This is an optimization exercise on Yosys and OpenROAD, whose aim is small area, a short achievable clock period and few clock cycles, not a production implementation.
Where RTL was checked, it was by simulation tests only, not by an equivalence proof against the original.
Power and IR drop assume default switching activity.

==> v23 <==
// script_lexer_tokenizer_unit
module script_lexer_tokenizer_unit (
    input  logic        i_clk,
    input  logic        i_rst_n,
    input  logic        i_byte_valid,
    output logic        o_byte_ready,
    input  logic [7:0]  i_byte_ch,
    input  logic        i_byte_final,
    output logic        o_tok_valid,
    input  logic        i_tok_ready,
    output logic [5:0]  o_tok_kind,
    output logic [19:0] o_tok_start,
    output logic [19:0] o_tok_len,
    output logic [15:0] o_tok_line,
    output logic [15:0] o_tok_col,
    output logic [7:0]  o_tok_bad,
    output logic        o_tok_last
);
==> flow/config.mk <==
export PLATFORM = sky130hd
export DESIGN_NAME = script_lexer_tokenizer_unit
export DESIGN_NICKNAME = script_lexer_tokenizer_unit
export VERILOG_FILES = /design/flow/design.v
export SDC_FILE = /design/flow/constraint.sdc
export NUM_CORES = 4
export LEC_CHECK = 0
export CAP_MARGIN = 20
export CORE_MARGIN = 2
export CORE_UTILIZATION = 40
export SLEW_MARGIN = 20
==> flow/constraint.sdc <==
create_clock -name core_clock -period 11.0 [get_ports {i_clk}]
set_input_delay 2.2000 -clock core_clock [delete_from_list [all_inputs] [get_ports {i_clk}]]
set_output_delay 2.2000 -clock core_clock [all_outputs]
set_load 0.01 [all_outputs]
run.sh (not shown) runs the stock make flow with config.mk's settings and CLKGATE_MAP_FILE= SYNTH_SCRIPT=/design/flow/synth_recipe.tcl, a recipe that flattens the netlist after the stock synthesis.
==> v1 (differences from v23) <==
--- a/flow/design.v
+++ b/flow/design.v
@@ -659,13 +659,13 @@
     always_comb begin
         logic do_idle, hold;
         n_mode = r_mode; n_pend = r_pend; n_plast = r_plast; n_post = r_post;
         n_endp = r_endp; n_kind = r_kind; n_trie = r_trie; n_tb = r_tb; n_len = r_len;
         n_pos = r_pos; n_line = r_line; n_col = r_col; n_bad = r_bad;
         consume = 1'b0; do_idle = 1'b0; hold = 1'b0;
-        begin
+        if (!stall) begin
             n_pend = 1'b0; n_plast = 1'b1;
             if (r_endp) begin
                 n_endp = 1'b0; n_post = 1'b0; n_mode = S_IDLE;
                 n_pos = '0; n_line = 16'd1; n_col = '0;
                 consume = 1'b1;
             end else if (r_post) begin
@@ -758,13 +758,13 @@
                     end else consume = 1'b1;
                 end
             end
         end
     end
     wire       accept = i_byte_valid && !r_bvb;
-    wire       a_free = !r_bv || consume;    
+    wire       a_free = !r_bv || consume;
     logic       x_bv, x_fin;
     logic [7:0] x_ch;
     always_comb begin
         if (!a_free) begin
             x_bv = 1'b1; x_ch = r_ch; x_fin = r_fin;
         end else if (r_bvb) begin
@@ -794,47 +794,35 @@
     wire x_close = x_bv && !n_post && x_term;
     assign o_byte_ready = !r_bvb;
     always_ff @(posedge i_clk) begin
         if (!i_rst_n) begin
             r_bv <= 1'b0; r_bvb <= 1'b0; r_vout <= 1'b0;
         end else begin
-            if (!stall) begin
-                r_bv   <= x_bv;
-                r_bvb  <= !a_free && (r_bvb || accept);
-                r_vout <= n_pend || x_close || (n_post && x_closable);
-            end else begin
-                if (!r_bv) r_bv <= accept;
-                r_bvb <= r_bv && (r_bvb || accept);
-            end
+            r_bv  <= x_bv;
+            r_bvb <= !a_free && (r_bvb || accept);
+            r_vout <= n_pend || x_close || (n_post && x_closable);
         end
     end
     always_ff @(posedge i_clk) begin
-        if (!stall) begin
-            r_ch  <= x_ch;
-            r_fin <= x_fin;
-            r_lout <= n_pend ? n_plast :
-                      x_close && !x_fin && (n_mode != S_INTDOT) && !x_tokbyte;
-        end else if (!r_bv) begin
-            r_ch  <= i_byte_ch;
-            r_fin <= i_byte_final;
-        end
+        r_ch  <= x_ch;
+        r_fin <= x_fin;
         if (accept) begin
             r_chb  <= i_byte_ch;
             r_finb <= i_byte_final;
         end
+        r_lout <= n_pend ? n_plast :
+                  x_close && !x_fin && (n_mode != S_INTDOT) && !x_tokbyte;
     end
     always_ff @(posedge i_clk) begin
         if (!i_rst_n) begin
             r_mode <= S_IDLE; r_pend <= 1'b0; r_post <= 1'b0; r_endp <= 1'b0;
             r_pos <= '0; r_line <= 16'd1; r_col <= '0;
-        end else if (!stall) begin
+        end else begin
             r_mode <= n_mode; r_pend <= n_pend; r_post <= n_post; r_endp <= n_endp;
             r_pos <= n_pos; r_line <= n_line; r_col <= n_col;
         end
     end
     always_ff @(posedge i_clk) begin
-        if (!stall) begin
-            r_plast <= n_plast; r_kind <= n_kind; r_trie <= n_trie; r_tb <= n_tb;
-            r_len <= n_len; r_bad <= n_bad;
-        end
+        r_plast <= n_plast; r_kind <= n_kind; r_trie <= n_trie; r_tb <= n_tb;
+        r_len <= n_len; r_bad <= n_bad;
     end
 endmodule
==> flow/config.mk (replaced) <==
export PLATFORM = sky130hd
export DESIGN_NAME = script_lexer_tokenizer_unit
export DESIGN_NICKNAME = script_lexer_tokenizer_unit
export VERILOG_FILES = /design/flow/design.v
export SDC_FILE = /design/flow/constraint.sdc
export NUM_CORES = 4
export LEC_CHECK = 0
export ABC_CLOCK_PERIOD_IN_PS = 3000
export CAP_MARGIN = 20
export CORE_MARGIN = 2
export CORE_UTILIZATION = 40
export SLEW_MARGIN = 20
==> v19 (differences from v23) <==
--- a/flow/design.v
+++ b/flow/design.v
@@ -34,12 +34,20 @@
         is_digit = (c >= 8'h30) && (c <= 8'h39);
     endfunction
     function automatic is_alpha(input [7:0] c);
         is_alpha = ((c >= 8'h61) && (c <= 8'h7A)) || ((c >= 8'h41) && (c <= 8'h5A)) ||
                    (c == 8'h5F);
     endfunction
+    function automatic [5:0] paired_kind(input [5:0] k);
+        case (k[2:0])
+            3'd3:    paired_kind = 6'd12;
+            3'd5:    paired_kind = 6'd14;
+            3'd7:    paired_kind = 6'd16;
+            default: paired_kind = 6'd18;
+        endcase
+    endfunction
     function automatic [5:0] single_kind(input [7:0] c);
         case (c)
             "(": single_kind = K_LPAREN;
             ")": single_kind = K_RPAREN;
             "{": single_kind = K_LBRACE;
             "}": single_kind = K_RBRACE;
@@ -342,12 +350,20 @@
         is_digit = (c >= 8'h30) && (c <= 8'h39);
     endfunction
     function automatic is_alpha(input [7:0] c);
         is_alpha = ((c >= 8'h61) && (c <= 8'h7A)) || ((c >= 8'h41) && (c <= 8'h5A)) ||
                    (c == 8'h5F);
     endfunction
+    function automatic [5:0] paired_kind(input [5:0] k);
+        case (k[2:0])
+            3'd3:    paired_kind = 6'd12;
+            3'd5:    paired_kind = 6'd14;
+            3'd7:    paired_kind = 6'd16;
+            default: paired_kind = 6'd18;
+        endcase
+    endfunction
     function automatic [5:0] single_kind(input [7:0] c);
         case (c)
             "(": single_kind = K_LPAREN;
             ")": single_kind = K_RPAREN;
             "{": single_kind = K_LBRACE;
             "}": single_kind = K_RBRACE;
@@ -595,14 +611,14 @@
                 default: kw_kind = 6'd19;
             endcase
         end
     endfunction
     logic        r_bv, r_fin;
     logic [7:0]  r_ch;
-    logic        r_bvb, r_finb;
-    logic [7:0]  r_chb;
+    logic        r_bv1, r_fin1, r_bv2, r_fin2;
+    logic [7:0]  r_ch1, r_ch2;
     logic        r_vout, r_lout;
     logic [3:0]  r_mode, n_mode;
     logic        r_pend, n_pend;     
     logic        r_plast, n_plast;   
     logic        r_post, n_post;     
     logic        r_endp, n_endp;     
@@ -610,13 +626,13 @@
     logic [5:0]  r_trie, n_trie;
     logic [19:0] r_tb, n_tb;
     logic [19:0] r_len, n_len;
     logic [19:0] r_pos, n_pos;
     logic [15:0] r_line, n_line;
     logic [15:0] r_col, n_col;
-    logic [7:0]  r_bad, n_bad;
+    logic        r_errh, n_errh;     
     logic        consume;
     wire [7:0] c        = r_ch;
     wire       c_dig    = is_digit(c);
     wire       c_alp    = is_alpha(c);
     wire       c_aln    = c_dig || c_alp;
     wire       c_single = is_single(c);
@@ -651,41 +667,44 @@
     assign o_tok_last  = r_lout;
     assign o_tok_kind  = r_kind;
     assign o_tok_start = r_tb;
     assign o_tok_len   = r_len;
     assign o_tok_line  = r_line;
     assign o_tok_col   = r_col;
-    assign o_tok_bad   = r_bad;
+    assign o_tok_bad   = r_errh ? r_ch : 8'd0;
     wire stall = r_vout && !i_tok_ready;
     always_comb begin
         logic do_idle, hold;
         n_mode = r_mode; n_pend = r_pend; n_plast = r_plast; n_post = r_post;
         n_endp = r_endp; n_kind = r_kind; n_trie = r_trie; n_tb = r_tb; n_len = r_len;
-        n_pos = r_pos; n_line = r_line; n_col = r_col; n_bad = r_bad;
+        n_pos = r_pos; n_line = r_line; n_col = r_col; n_errh = 1'b0;
         consume = 1'b0; do_idle = 1'b0; hold = 1'b0;
         begin
             n_pend = 1'b0; n_plast = 1'b1;
             if (r_endp) begin
                 n_endp = 1'b0; n_post = 1'b0; n_mode = S_IDLE;
                 n_pos = '0; n_line = 16'd1; n_col = '0;
                 consume = 1'b1;
+            end else if (r_errh) begin
+                if (r_fin) n_post = 1'b1;
+                else consume = 1'b1;
             end else if (r_post) begin
                 if (r_mode == S_INTDOT) begin
                     n_tb = r_pos; n_len = {19'd0, !pos_sat}; n_pos = pos_i; n_col = col_i;
-                    n_kind = K_DOT; n_bad = '0; n_pend = 1'b1; n_plast = 1'b0;
+                    n_kind = K_DOT; n_pend = 1'b1; n_plast = 1'b0;
                     n_mode = S_IDLE;
                 end else begin
-                    n_tb = r_pos; n_len = '0; n_kind = K_END; n_bad = '0;
+                    n_tb = r_pos; n_len = '0; n_kind = K_END;
                     n_pend = 1'b1; n_plast = 1'b1; n_endp = 1'b1; n_mode = S_IDLE;
                 end
             end else if (r_bv) begin
                 case (r_mode)
                     S_OP: begin
                         if (c_eq) begin
                             n_pos = pos_i; n_col = col_i; n_len = len_i;
-                            n_kind = r_kind + 6'd1; n_pend = 1'b1; n_mode = S_IDLE;
+                            n_kind = paired_kind(r_kind); n_pend = 1'b1; n_mode = S_IDLE;
                         end else do_idle = 1'b1;
                     end
                     S_SLASH: begin
                         if (c_slash) begin
                             n_pos = pos_i; n_col = col_i; n_len = len_i; n_mode = S_COMMENT;
                         end else do_idle = 1'b1;
@@ -722,21 +741,21 @@
                     S_INTDOT: begin
                         hold = 1'b1;
                         if (c_dig) begin
                             n_pos = pos_i; n_col = col_i; n_len = len_i; n_mode = S_FRAC;
                         end else begin
                             n_tb = r_pos; n_len = {19'd0, !pos_sat}; n_pos = pos_i;
-                            n_col = col_i; n_kind = K_DOT; n_bad = '0; n_pend = 1'b1;
+                            n_col = col_i; n_kind = K_DOT; n_pend = 1'b1;
                             n_plast = !r_fin && !c_single && !c_err; n_mode = S_IDLE;
                         end
                     end
                     default: do_idle = 1'b1;
                 endcase
                 if (do_idle) begin
                     n_tb = r_pos; n_pos = pos_i; n_col = col_i; n_len = {19'd0, !pos_sat};
-                    n_bad = '0; n_mode = S_IDLE;
+                    n_mode = S_IDLE;
                     if (c_single) begin
                         n_kind = single_kind(c); n_pend = 1'b1;
                     end else if (c_op) begin
                         n_kind = op_kind(c); n_mode = S_OP;
                     end else if (c_slash) begin
                         n_kind = K_SLASH; n_mode = S_SLASH;
@@ -746,36 +765,29 @@
                         n_col = 16'd1; n_line = line_i;
                     end else if (c_dig) begin
                         n_kind = K_NUMBER; n_mode = S_INT;
                     end else if (c_alp) begin
                         n_trie = kw_step(KW_ROOT, c); n_kind = K_IDENT; n_mode = S_IDENT;
                     end else if (c_err) begin
-                        n_kind = K_ERROR; n_len = 20'd1; n_bad = c; n_pend = 1'b1;
+                        n_kind = K_ERROR; n_len = 20'd1; n_pend = 1'b1; n_errh = 1'b1;
+                        n_plast = !r_fin; hold = 1'b1;
                     end
                 end
                 if (!hold) begin
                     if (r_fin) begin
                         n_post = 1'b1; n_plast = 1'b0;
                     end else consume = 1'b1;
                 end
             end
         end
     end
-    wire       accept = i_byte_valid && !r_bvb;
+    wire       accept = i_byte_valid && !r_bv2;
     wire       a_free = !r_bv || consume;    
-    logic       x_bv, x_fin;
-    logic [7:0] x_ch;
-    always_comb begin
-        if (!a_free) begin
-            x_bv = 1'b1; x_ch = r_ch; x_fin = r_fin;
-        end else if (r_bvb) begin
-            x_bv = 1'b1; x_ch = r_chb; x_fin = r_finb;
-        end else begin
-            x_bv = accept; x_ch = i_byte_ch; x_fin = i_byte_final;
-        end
-    end
+    wire       x_bv   = a_free ? r_bv1 : 1'b1;
+    wire [7:0] x_ch   = a_free ? r_ch1 : r_ch;
+    wire       x_fin  = a_free ? r_fin1 : r_fin;
     logic x_term, x_closable;
     always_comb begin
         x_term = 1'b0;
         x_closable = 1'b1;
         case (n_mode)
             S_OP:     x_term = (x_ch != "=");
@@ -789,52 +801,61 @@
     end
     wire x_tokbyte = is_single(x_ch) ||
                      !(is_digit(x_ch) || is_alpha(x_ch) || (x_ch == "!") || (x_ch == "=") ||
                        (x_ch == "<") || (x_ch == ">") || (x_ch == "/") || (x_ch == "\"") ||
                        (x_ch == 8'h0A) || (x_ch == " ") || (x_ch == 8'h0D) || (x_ch == 8'h09));
     wire x_close = x_bv && !n_post && x_term;
-    assign o_byte_ready = !r_bvb;
+    assign o_byte_ready = !r_bv2;
+    wire q_move  = stall ? !r_bv : a_free;
+    wire q1_move = q_move && r_bv1;
     always_ff @(posedge i_clk) begin
         if (!i_rst_n) begin
-            r_bv <= 1'b0; r_bvb <= 1'b0; r_vout <= 1'b0;
+            r_bv <= 1'b0; r_bv1 <= 1'b0; r_bv2 <= 1'b0; r_vout <= 1'b0;
         end else begin
-            if (!stall) begin
-                r_bv   <= x_bv;
-                r_bvb  <= !a_free && (r_bvb || accept);
-                r_vout <= n_pend || x_close || (n_post && x_closable);
+            if (q_move) r_bv <= r_bv1;
+            if (q1_move) begin
+                r_bv1 <= r_bv2 || accept;
+                r_bv2 <= 1'b0;
+            end else if (r_bv1) begin
+                if (accept) r_bv2 <= 1'b1;
             end else begin
-                if (!r_bv) r_bv <= accept;
-                r_bvb <= r_bv && (r_bvb || accept);
+                r_bv1 <= accept;
             end
+            if (!stall) r_vout <= n_pend || x_close || (n_post && x_closable);
         end
     end
     always_ff @(posedge i_clk) begin
-        if (!stall) begin
-            r_ch  <= x_ch;
-            r_fin <= x_fin;
-            r_lout <= n_pend ? n_plast :
-                      x_close && !x_fin && (n_mode != S_INTDOT) && !x_tokbyte;
-        end else if (!r_bv) begin
-            r_ch  <= i_byte_ch;
-            r_fin <= i_byte_final;
+        if (q_move) begin
+            r_ch  <= r_ch1;
+            r_fin <= r_fin1;
+        end
+        if (q1_move ? !r_bv2 : !r_bv1) begin
+            r_ch1  <= i_byte_ch;
+            r_fin1 <= i_byte_final;
+        end else if (q1_move) begin
+            r_ch1  <= r_ch2;
+            r_fin1 <= r_fin2;
         end
         if (accept) begin
-            r_chb  <= i_byte_ch;
-            r_finb <= i_byte_final;
+            r_ch2  <= i_byte_ch;
+            r_fin2 <= i_byte_final;
         end
+        if (!stall)
+            r_lout <= n_pend ? n_plast :
+                      x_close && !x_fin && (n_mode != S_INTDOT) && !x_tokbyte;
     end
     always_ff @(posedge i_clk) begin
         if (!i_rst_n) begin
-            r_mode <= S_IDLE; r_pend <= 1'b0; r_post <= 1'b0; r_endp <= 1'b0;
+            r_mode <= S_IDLE; r_pend <= 1'b0; r_errh <= 1'b0; r_post <= 1'b0; r_endp <= 1'b0;
             r_pos <= '0; r_line <= 16'd1; r_col <= '0;
         end else if (!stall) begin
-            r_mode <= n_mode; r_pend <= n_pend; r_post <= n_post; r_endp <= n_endp;
+            r_mode <= n_mode; r_pend <= n_pend; r_errh <= n_errh; r_post <= n_post; r_endp <= n_endp;
             r_pos <= n_pos; r_line <= n_line; r_col <= n_col;
         end
     end
     always_ff @(posedge i_clk) begin
         if (!stall) begin
             r_plast <= n_plast; r_kind <= n_kind; r_trie <= n_trie; r_tb <= n_tb;
-            r_len <= n_len; r_bad <= n_bad;
+            r_len <= n_len;
         end
     end
 endmodule
==> flow/flow/run.sh (new file) <==
#!/bin/bash
# Standard layout (the standard.sh: ORFS synthesis to finish, same clock and
# constraints), with two changes to how the layout is made:
#  - the port buffers that ORFS inserts are plain buffers (buf_1) rather than the
#    delay cell ORFS picks by default; every port still gets its own buffer;
#  - ORFS's timing repair aims for more setup slack than the clock needs.
set -euo pipefail
export SETUP_SLACK_MARGIN=7.0
export BUFFER_PORTS_ARGS="-buffer_cell sky130_fd_sc_hd__buf_1"
bash standard.sh > standard_flow.log 2>&1
==> flow/standard.sh (new file) <==
#!/bin/bash
# synth_recipe.tcl (not shown) runs the flow's synth.tcl, then flattens the netlist and writes it again
# the make line also repeats each setting of config.mk as NAME=value (left out here)
make -C /OpenROAD-flow-scripts/flow DESIGN_CONFIG=/design/flow/config.mk WORK_HOME=/design/flow/orfs CLKGATE_MAP_FILE= SYNTH_SCRIPT=/design/flow/synth_recipe.tcl "${@:-finish}"
==> flow/config.mk (replaced) <==
export PLATFORM = sky130hd
export DESIGN_NAME = script_lexer_tokenizer_unit
export DESIGN_NICKNAME = script_lexer_tokenizer_unit
export VERILOG_FILES = /design/flow/design.v
export SDC_FILE = /design/flow/constraint.sdc
export NUM_CORES = 4
export LEC_CHECK = 0
export ABC_AREA = 1
export CAP_MARGIN = 20
export CORE_MARGIN = 2
export CORE_UTILIZATION = 40
export SLEW_MARGIN = 20
removed: flow/run.sh
==> run notes <==
item                                                                  v19          v1         v23
Worst path bufs/invs                                                    3           2           6
Core Footprint                                                 0.0242 mm2  0.0260 mm2  0.0267 mm2
Final total power                                                 3.25 mW     1.77 mW     2.75 mW
Arrival time of data at the critical path endpoint                4.00 ns     6.10 ns     5.41 ns
Clock latency (worst-skew pair)                                   0.43 ns     0.43 ns     0.44 ns
Number of synthesized register bits                                   143         142         140
Count of different cell masters after synthesis                        60          97         113
Detailed Route Iter0 Violations                                       833        1044        1253
Via count of the first global-routing pass                           9173       10100        9868
Part of the total power dissipated in sequential elements           30.4%       39.9%       32.7%
Switching power                                                   1.61 mW    0.647 mW     1.23 mW
Global routing usage on met1                                        29.5%       34.4%       35.0%
Cells after synthesis                                                1401        1280        1280
Simple-gate portion of the synthesized area                         36.7%       31.8%       33.1%
Design area                                                    0.0114 mm2  0.0123 mm2  0.0125 mm2
Layout area overhead                                                16.3%       16.5%       16.1%
Number of flops mapped to enable cells by yosys                        80          69          79
Post-route minimum period                                         3.76 ns     5.78 ns     5.08 ns
Worst path setup slack after routing                              7.24 ns     5.22 ns     5.92 ns
Total iterations of the first detailed-routing run                      5           8           8
Seq/Total Area, Yosys                                               37.2%       33.4%       33.4%
Die width                                                          161 um      167 um      168 um
Unrepaired setup endpoints after global routing                       yes          no          no
Most common library cell in the layout ignoring fill and taps     nand2_1      nor2_1      nor2_1
Static leakage                                                    4.62 nW     4.25 nW     4.17 nW
Result of the run                                timing/DRC/antenna clean  timing/DRC/antenna clean  timing/DRC/antenna clean
Testbench counts of v1, summed over its fixed seeds: cycles 22,580.
Testbench counts of v19, summed over its fixed seeds: cycles 22,586.
The RTL of v23 was laid out without a check of its function.

==> what the ideal ports hide <==
The flow's constraints put no driver on any port. The routed layouts listed below were extracted and timed again, unchanged, in two steps.
Step 1 (the two cells are an assumption about what drives the block):
set clk [get_ports {i_clk}]
set_driving_cell -lib_cell sky130_fd_sc_hd__clkbuf_16 $clk
set_driving_cell -lib_cell sky130_fd_sc_hd__buf_2 [delete_from_list [all_inputs] $clk]
Step 2 also shifts input and output timing later by t, the mid clock arrival at the registers, as if the neighbouring blocks saw the same clock.
Three values: ideal ports, drivers, drivers and shift; two values: the first two.
run	t, ns	slack for setup (ns)	worst register clock-pin slew, ns
v23	0.478	5.921 / 5.951 / 5.473	0.07 / 0.07
v1	0.469	5.222 / 5.235 / 4.766	0.07 / 0.07
v19	0.470	7.242 / 7.245 / 6.775	0.07 / 0.07
After both steps setup and hold are still met in every run listed. For v19, which loses most, drivers alone change the setup slack by +0.003 ns; drivers and shift together by -0.467 ns.
